Source: an optimization exercise on an open RTL-to-GDS flow (aim: small area). Production flows keep margins and buffers that such runs may drop.
Only simulation tests tie the RTL to the original design; equivalence was not proved.
Power and IR drop assume default switching activity.

==> flow/design.v <==
`timescale 1ns/1ps
package mipsIsaPkg;
    typedef logic [4:0] regIdx_t;
    typedef struct packed {
        logic [5:0] opcode;
        regIdx_t    rs;
        regIdx_t    rt;
        regIdx_t    rd;
        logic [4:0] shamt;
        logic [5:0] funct;
    } instr_t;
    localparam logic [5:0] opRtype = 6'h00;
    localparam logic [5:0] opJ     = 6'h02;
    localparam logic [5:0] opBeq   = 6'h04;
    localparam logic [5:0] opBne   = 6'h05;
    localparam logic [5:0] opAddi  = 6'h08;
    localparam logic [5:0] opAndi  = 6'h0c;
    localparam logic [5:0] opOri   = 6'h0d;
    localparam logic [5:0] fnSll   = 6'h00;
    localparam logic [5:0] fnSrl   = 6'h02;
    localparam logic [5:0] fnAdd   = 6'h20;
    localparam logic [5:0] fnSub   = 6'h22;
    localparam logic [5:0] fnAnd   = 6'h24;
    localparam logic [5:0] fnOr    = 6'h25;
    localparam logic [5:0] fnXor   = 6'h26;
    localparam logic [5:0] fnSlt   = 6'h2a;
    typedef enum logic [2:0] {
        aluAdd, aluSub, aluAnd, aluOr, aluXor, aluSlt, aluSll, aluSrl
    } aluOp_t;
endpackage
`timescale 1ns/1ps
package mipsPipePkg;
    typedef struct packed {
        logic [2:0] aluOp;       
        logic   useImm;      
        logic   regWrite;
        logic   beq;
        logic   bne;
        logic   jump;
    } ctrl_t;
    typedef struct packed {
        logic                    valid;
        ctrl_t                   ctrl;
        logic [4:0]              rs;
        logic [4:0]              rt;
        logic [32-1:0] rsVal;
        logic [32-1:0] rtVal;
        logic [32-1:0] imm;       
        logic [4:0]              dest;
        logic [4:0]              shamt;
        logic [32-1:0] nextPc;    
        logic [25:0]             jumpIdx;
    } idEx_t;
    typedef struct packed {
        logic                    valid;
        logic [4:0]              dest;
        logic [32-1:0] data;
    } wbPort_t;
endpackage
`timescale 1ns/1ps
module mipsCore (
    input  logic                    clk,
    input  logic                    rst_n,
    input  logic [31:0]             instr,
    output logic [32-1:0] instrAddr,
    output logic                    wbValid,
    output logic [4:0]              wbDest,
    output logic [32-1:0] wbData
);
    logic [4:0]  cnt;       
    logic        p2;        
    logic        clr;       
    logic [10:0] pc;        
    logic        c;         
    logic [31:1] W;         
    assign instrAddr = {19'd0, pc, 2'b00};
    logic first, last;
    assign first = (cnt == 5'd0);
    assign last  = (cnt == 5'd31);
    logic [5:0] op, fn;
    logic [4:0] rs, rt, rd, sh, dest;
    assign op = instr[31:26];
    assign rs = instr[25:21];
    assign rt = instr[20:16];
    assign rd = instr[15:11];
    assign sh = instr[10:6];
    assign fn = instr[5:0];
    logic isR, fAdd, fSub, fAnd, fOr, fXor, fSlt, fSll, fSrl;
    logic iAddi, iAndi, iOri, iBeq, iBne, iJ;
    assign isR   = (op == 6'h00);
    assign fAdd  = isR && fn == 6'h20;
    assign fSub  = isR && fn == 6'h22;
    assign fAnd  = isR && fn == 6'h24;
    assign fOr   = isR && fn == 6'h25;
    assign fXor  = isR && fn == 6'h26;
    assign fSlt  = isR && fn == 6'h2a;
    assign fSll  = isR && fn == 6'h00;
    assign fSrl  = isR && fn == 6'h02;
    assign iAddi = (op == 6'h08);
    assign iAndi = (op == 6'h0c);
    assign iOri  = (op == 6'h0d);
    assign iBeq  = (op == 6'h04);
    assign iBne  = (op == 6'h05);
    assign iJ    = (op == 6'h02);
    logic useImm, isBr, doSub, doAnd, doOr, doXor, twoPass, wr, pcMode, taken;
    assign useImm  = iAddi | iAndi | iOri;
    assign isBr    = iBeq | iBne;
    assign doSub   = fSub | fSlt;
    assign doAnd   = fAnd | iAndi;
    assign doOr    = fOr  | iOri;
    assign doXor   = fXor;
    assign twoPass = fSlt | fSll | fSrl | (isBr & taken);
    assign pcMode  = iJ | (isBr & p2);
    assign dest    = isR ? rd : rt;
    assign wr      = (fAdd | fSub | fAnd | fOr | fXor | fSlt | fSll | fSrl | useImm) && dest != 5'd0;
    logic [31:0] heads;      
    logic        d;          
    logic        wen;        
    logic [4:0]  bAddr;
    logic        aBit, bBit;
    assign heads[0] = 1'b0;
    logic [3:0] weLo;
    logic [7:0] weHi;
    always_comb begin
        for (int j = 0; j < 4; j++) weLo[j] = clr || (wen && dest[1:0] == j);
        for (int j = 0; j < 8; j++) weHi[j] = clr || (dest[4:2] == j);
    end
    genvar k;
    generate
        for (k = 1; k < 32; k++) begin : g_reg
            logic [31:0] r;
            assign heads[k] = r[0];
            always_ff @(posedge clk) begin
                r <= {(weLo[k % 4] && weHi[k / 4]) ? d : r[0], r[31:1]};
            end
        end
    endgenerate
    assign bAddr = (p2 && fSll) ? rd : rt;    
    assign aBit  = heads[rs];
    assign bBit  = heads[bAddr];
    logic immBit, pcBit, opA, opB, bx, cin, sum, cout, lt, eqn, res;
    assign immBit = cnt[4] ? ((iAddi | isBr) & instr[15]) : instr[cnt[3:0]];
    assign pcBit  = (cnt < 5'd10) && pc[cnt[3:0]];
    assign opA    = pcMode ? (pcBit & !iJ) : aBit;
    assign opB    = (useImm | pcMode) ? immBit : bBit;
    assign bx     = opB ^ doSub;
    assign cin    = first ? (pcMode ? !iJ : doSub) : c;
    assign sum    = opA ^ bx ^ cin;
    assign cout   = (opA & bx) | (opA & cin) | (bx & cin);
    assign lt     = (aBit ^ bBit) ? aBit : sum;
    assign eqn    = (first | c) & (aBit == bBit);
    always_comb begin
        if (doAnd)      res = aBit & opB;
        else if (doOr)  res = aBit | opB;
        else if (doXor) res = aBit ^ opB;
        else            res = sum;
    end
    logic [31:0] V;
    logic [4:0]  tapSel, iCmp;
    logic        tap;
    assign V      = {bBit, W[31:1]};
    assign tapSel = fSll ? ~sh : sh - 5'd1;
    assign iCmp   = fSll ? cnt : ~cnt;
    assign tap    = (iCmp < sh) ? 1'b0 : V[tapSel];
    logic wPass, lastPass, wFromB, win;
    always_comb begin
        if (clr)                d = 1'b0;
        else if (fSlt)          d = first & c;
        else if (fSll | fSrl)   d = tap;
        else                    d = res;
    end
    assign lastPass = !twoPass || p2;
    assign wPass    = twoPass ? (fSll ? !p2 : p2) : 1'b1;
    assign wen      = wr && wPass;
    assign wFromB   = fSll | (fSrl & !p2);
    assign win      = wFromB ? bBit : d;
    always_ff @(posedge clk) begin
        W <= {win, W[31:2]};
        c <= (isBr & !p2) ? eqn : (last ? lt : cout);
    end
    assign wbValid = last && !clr && lastPass && wr;
    assign wbDest  = dest;
    assign wbData  = {win, W[31:1]};
    assign taken = (iBeq & eqn) | (iBne & !eqn);
    logic        pcUpd, tgtOut;
    logic [10:0] pcNext;
    assign pcUpd  = last && !clr && lastPass;
    assign tgtOut = (iJ & (|instr[25:16])) | (|W[16:11]);
    always_comb begin
        pcNext = {1'b0, pc[9:0]} + {10'd0, pcUpd && !pcMode};
        pcNext[10] = pcNext[10] | pc[10];
        if (pcUpd && pcMode) pcNext = win ? 11'd0 : {pc[10] | tgtOut, W[10:1]};
    end
    always_ff @(posedge clk or negedge rst_n) begin
        if (!rst_n) begin
            cnt <= 5'd0;
            p2  <= 1'b0;
            clr <= 1'b1;
            pc  <= 11'd0;
        end else begin
            cnt <= cnt + 5'd1;
            pc  <= pcNext;
            if (last) begin
                clr <= 1'b0;
                if (!clr) begin
                    if (lastPass) begin
                        p2 <= 1'b0;
                    end else begin
                        p2 <= 1'b1;
                    end
                end
            end
        end
    end
endmodule
export LEC_CHECK = 0
export CAP_MARGIN = 5
export CORE_MARGIN = 2
export CORE_UTILIZATION = 60
export PLACE_DENSITY = 0.7
export SLEW_MARGIN = 5
create_clock -name core_clock -period 10.0 [get_ports {clk}]
standard.sh (not shown) runs the stock make flow with config.mk's settings and CLKGATE_MAP_FILE= SYNTH_SCRIPT=/design/flow/synth_recipe.tcl, a recipe that flattens the netlist after the stock synthesis.
==> flow/flow/run.sh <==
#!/bin/bash
# Own layout flow: the standard ORFS flow (standard.sh) with
#  - synthesis through flow/synth_multi.tcl: the standard flow's synthesis script, except
#    that ABC maps the logic once with each area-oriented script
#    flow/abc_*.script and keeps the smallest mapping; flip-flops are mapped
#    before ABC runs, so they are the same as in the standard synthesis
#  - port buffers of the smallest buffer cell
#  - a clock tree without dummy loads, sink clusters from cts_args.txt
#  - one tie cell for the constant outputs (SKIP_REPAIR_TIE_FANOUT)
# Every tool's output goes to the ORFS logs under orfs/logs/; make's own
# output goes to flow_make.log in the folder this runs in.
set -euo pipefail
HERE=$(cd "$(dirname "$0")" && pwd)
CTS=$(cat "$HERE/cts_args.txt")
FLOW_ABC_SCRIPTS=""
for f in "$HERE"/abc_*.script; do FLOW_ABC_SCRIPTS="$FLOW_ABC_SCRIPTS $f"; done
export FLOW_ABC_SCRIPTS
bash standard.sh \
  SYNTH_SCRIPT="$HERE/synth_multi.tcl" \
  BUFFER_PORTS_ARGS="-buffer_cell sky130_fd_sc_hd__buf_1" \
  CTS_ARGS="$CTS" \
  SKIP_REPAIR_TIE_FANOUT=1 \
  finish > flow_make.log 2>&1
==> flow/flow/cts_args.txt <==
-sink_clustering_enable -repair_clock_nets -dont_use_dummy_load -buf_list sky130_fd_sc_hd__clkbuf_8 -sink_clustering_size 22 -sink_clustering_max_diameter 80
Other scripts of this flow, unchanged in this note and not shown: flow/flow/abc_s3.script, flow/flow/abc_t2.script, flow/flow/abc_t7.script, flow/flow/abc_u2.script, flow/flow/abc_u3.script, flow/flow/abc_w3.script, flow/flow/synth_multi.tcl
Edit:
==> flow/flow/cts_args.txt (replaced) <==
-sink_clustering_enable -repair_clock_nets -dont_use_dummy_load -buf_list sky130_fd_sc_hd__clkbuf_8 -sink_clustering_size 20 -sink_clustering_max_diameter 60
The changed run went through all stages and came out clean.
Routed wire length came out lower by 0.30%.
Via count came out higher by 0.94%.
Synthesized cell count is unchanged.
Total power came out higher by 1.1%.
Setup slack improved by 0.023 ns.


Another version of the RTL of mipsCore (not shown whole).
Size in the first run: ~100 I/O pins, ~24000 um^2 of cells after synthesis.
Settings: LEC_CHECK=0, CAP_MARGIN=5, CORE_MARGIN=2, CORE_UTILIZATION=60, PLACE_DENSITY=0.7, SLEW_MARGIN=5; clock period 10.0 ns.
==> flow/flow/run.sh <==
#!/bin/bash
# Own layout flow: the standard ORFS flow (standard.sh) with
#  - synthesis through flow/synth_area.tcl: the standard flow's synthesis script, except
#    that ABC maps the logic with flow/area.abc (area-oriented mapping);
#    flip-flops are mapped before ABC runs, so they are unchanged
#  - port buffers of the smallest buffer cell
#  - a clock tree without dummy loads, sink clusters from cts_args.txt
# Every tool's output goes to the ORFS logs under orfs/logs/; make's own
# output goes to flow_make.log in the folder this runs in.
set -euo pipefail
HERE=$(cd "$(dirname "$0")" && pwd)
CTS=$(cat "$HERE/cts_args.txt")
export FLOW_ABC_SCRIPT="$HERE/area.abc"
bash standard.sh \
  SYNTH_SCRIPT="$HERE/synth_area.tcl" \
  BUFFER_PORTS_ARGS="-buffer_cell sky130_fd_sc_hd__buf_1" \
  CTS_ARGS="$CTS" \
  SKIP_REPAIR_TIE_FANOUT=1 \
  finish > flow_make.log 2>&1
==> flow/flow/area.abc <==
strash; dc2; dch -f; amap; topo; strash; dch -f; amap; topo
==> flow/flow/cts_args.txt <==
-sink_clustering_enable -repair_clock_nets -dont_use_dummy_load -buf_list sky130_fd_sc_hd__clkbuf_8 -sink_clustering_size 20 -sink_clustering_max_diameter 60
==> flow/flow/synth_area.tcl <==
proc synth {args} { yosys synth -nofsm -noshare {*}$args }
# map the logic for area: replace the ABC script of ORFS's abc call
proc abc {args} {
  set i [lsearch -exact $args -script]
  if { $i >= 0 } { set args [lreplace $args $i [expr {$i + 1}]] }
  yosys abc -script $::env(FLOW_ABC_SCRIPT) {*}$args
}
source $::env(SCRIPTS_DIR)/synth.tcl
# left out here: clear keep_hierarchy, flatten, clean up, hide names made inside functions, write 1_2_yosys.v
Rerun with:
==> flow/flow/area.abc (replaced) <==
strash; dch -f; amap; topo; strash; dch -f; amap; topo
GPL_TIMING_DRIVEN = 0   (was default)
Area after synthesis rose by 0.70%.
Routed wire length barely changes.
Total power hardly moves.
Die area rose by 0.69%.
Setup slack gets worse by 0.23 ns.
Final area rose by 1.3%.
Final cell count rose by 3.4%.
Hold slack gets worse by 0.034 ns.
Core utilization fell by 0.21 points.
Via count rose by 3.2%.
Register-to-register slack gets worse by 0.03 ns.


Setup of run A:
mipsCore, a different RTL version from the one above (not shown whole).
Size: about 1,500 cells after synthesis, roughly 1,000 flip-flops, roughly 100 I/O pins, about 0.024 mm^2 of cells after synthesis.
Settings: LEC_CHECK=0, CAP_MARGIN=5, CORE_MARGIN=2, CORE_UTILIZATION=60, PLACE_DENSITY=0.85, SLEW_MARGIN=5; clock period 10.0 ns.
==> flow/flow/run.sh <==
#!/bin/bash
# Own layout flow: the standard ORFS flow (standard.sh) with
#  - synthesis through flow/synth_multi.tcl: the standard flow's synthesis script, except
#    that ABC maps the logic once with each area-oriented script
#    flow/abc_*.script and keeps the smallest mapping; flip-flops are mapped
#    before ABC runs, so they are the same as in the standard synthesis
#  - port buffers of the smallest buffer cell
#  - a clock tree without dummy loads, sink clusters from cts_args.txt
#  - one tie cell for the constant outputs (SKIP_REPAIR_TIE_FANOUT)
# Every tool's output goes to the ORFS logs under orfs/logs/; make's own
# output goes to flow_make.log in the folder this runs in.
set -euo pipefail
HERE=$(cd "$(dirname "$0")" && pwd)
CTS=$(cat "$HERE/cts_args.txt")
FLOW_ABC_SCRIPTS=""
for f in "$HERE"/abc_*.script; do FLOW_ABC_SCRIPTS="$FLOW_ABC_SCRIPTS $f"; done
export FLOW_ABC_SCRIPTS
bash standard.sh \
  SYNTH_SCRIPT="$HERE/synth_multi.tcl" \
  BUFFER_PORTS_ARGS="-buffer_cell sky130_fd_sc_hd__buf_1" \
  CTS_ARGS="$CTS" \
  SKIP_REPAIR_TIE_FANOUT=1 \
  finish > flow_make.log 2>&1
Scripts as last shown in full above: flow/flow/cts_args.txt
Other scripts of this flow, unchanged in this note and not shown: flow/flow/abc_s3.script, flow/flow/abc_t2.script, flow/flow/abc_t7.script, flow/flow/abc_u2.script, flow/flow/abc_u3.script, flow/flow/abc_w3.script, flow/flow/synth_multi.tcl
For run B, these inputs were changed with respect to run A:
Settings: a change of PLACE_DENSITY from 0.85 to 0.7.
==> flow/flow/cts_args.txt <==
-sink_clustering_enable -repair_clock_nets -dont_use_dummy_load -buf_list sky130_fd_sc_hd__clkbuf_8 -sink_clustering_size 21 -sink_clustering_max_diameter 70
[summary]
- The number of standard cells in the final layout excluding fillers of run A and that of run B are within noise of each other.
- The run with more setup slack is run A; run B has less.
- Higher overall track demand over capacity in global routing goes to run A over run B.
- Diff run A -> run B | overall routed net length | decrease of 7.8%
- Run B vs run A — number of stages on the worst setup path dropped by a few percent
- Power delta (run B − run A): favourable
- Going from run A to run B, effective utilization at floorplan comparable; clock slew seen by the registers of the worst setup and hold paths roughly the same; core utilization was more or less identical.
The inputs of run C differ from those of run B as listed below.
Settings: SLEW_MARGIN changed from 5 to 0; CAP_MARGIN changed from 5 to 0.
==> flow/flow/cts_args.txt <==
-sink_clustering_enable -repair_clock_nets -dont_use_dummy_load -buf_list sky130_fd_sc_hd__clkbuf_8 -sink_clustering_size 20 -sink_clustering_max_diameter 60
[summary]
- Any difference in number of nets in the finished design between run B and run C is small enough to ignore.
- In terms of maximum vdd ir drop, run C and run B differ only marginally.
- Run C and run B ended up with roughly the same routing usage on met1.
- In the tables for run B and run C, final period utilization reads lower with run B.
- Relative to run B, sum of met2 wire segment lengths after detailed routing increased by 1.8% in run C.
- Number of tapcells: run C vs run B identical
Here is what was changed in the inputs of run D compared with run C.
Settings: swapping 0 for 5 in CAP_MARGIN; swapping 0 for 5 in SLEW_MARGIN.
Diff run D..run C | number of nets in the final layout | unchanged. Run C → run D: source-to-sink clock delay at the later pin of the worst-skew pair saw little to no change; reported combinational group power neither gained nor lost much; maximum number of pins on one net before global-route repair has remained practically unchanged; worst hold path cell count stayed essentially flat. Comparing run D against run C, there is no change at all in number of cells after detailed placement. Delta (run D minus run C): post-detailed-route DRC marker count was more or less identical; number of ordinary and repair buffers in the finished layout was more or less identical.

-- re-timing with driven ports --
No port has a modelled driver above. Below, the same layouts with a new extraction and two added sets of constraints. Step 1 (the two cells are an assumption about what drives the block):
set clk [get_ports {clk}]
set_driving_cell -lib_cell sky130_fd_sc_hd__clkbuf_16 $clk
set_driving_cell -lib_cell sky130_fd_sc_hd__buf_2 [delete_from_list [all_inputs] $clk]
Step 2 also shifts input and output timing later by t, the mid clock arrival at the registers, as if the neighbouring blocks saw the same clock. Slacks: no drivers / after step 1 / after step 2; pairs: no drivers / after step 1.
run | t (ns) | slack for setup (ns) | worst slew at a driven data input, ns
the first run of note 1 | 0.685 | 0.708 / 0.685 / 0.685 | 0.09
the second run of note 1 | 0.680 | 0.730 / 0.708 / 0.708 | 0.08
the first run of note 2 | 0.692 | 0.608 / 0.588 / 0.588 | 0.10
the second run of note 2 | 0.685 | 0.382 / 0.361 / 0.361 | 0.08
run A | 0.696 | 0.475 / 0.453 / 0.453 | 0.11
run B | 0.668 | 0.431 / 0.408 / 0.408 | 0.10
run C | 0.672 | 0.393 / 0.370 / 0.370 | 0.10
run D | 0.672 | 0.393 / 0.370 / 0.370 | 0.10
After both steps every run listed still meets setup and hold.
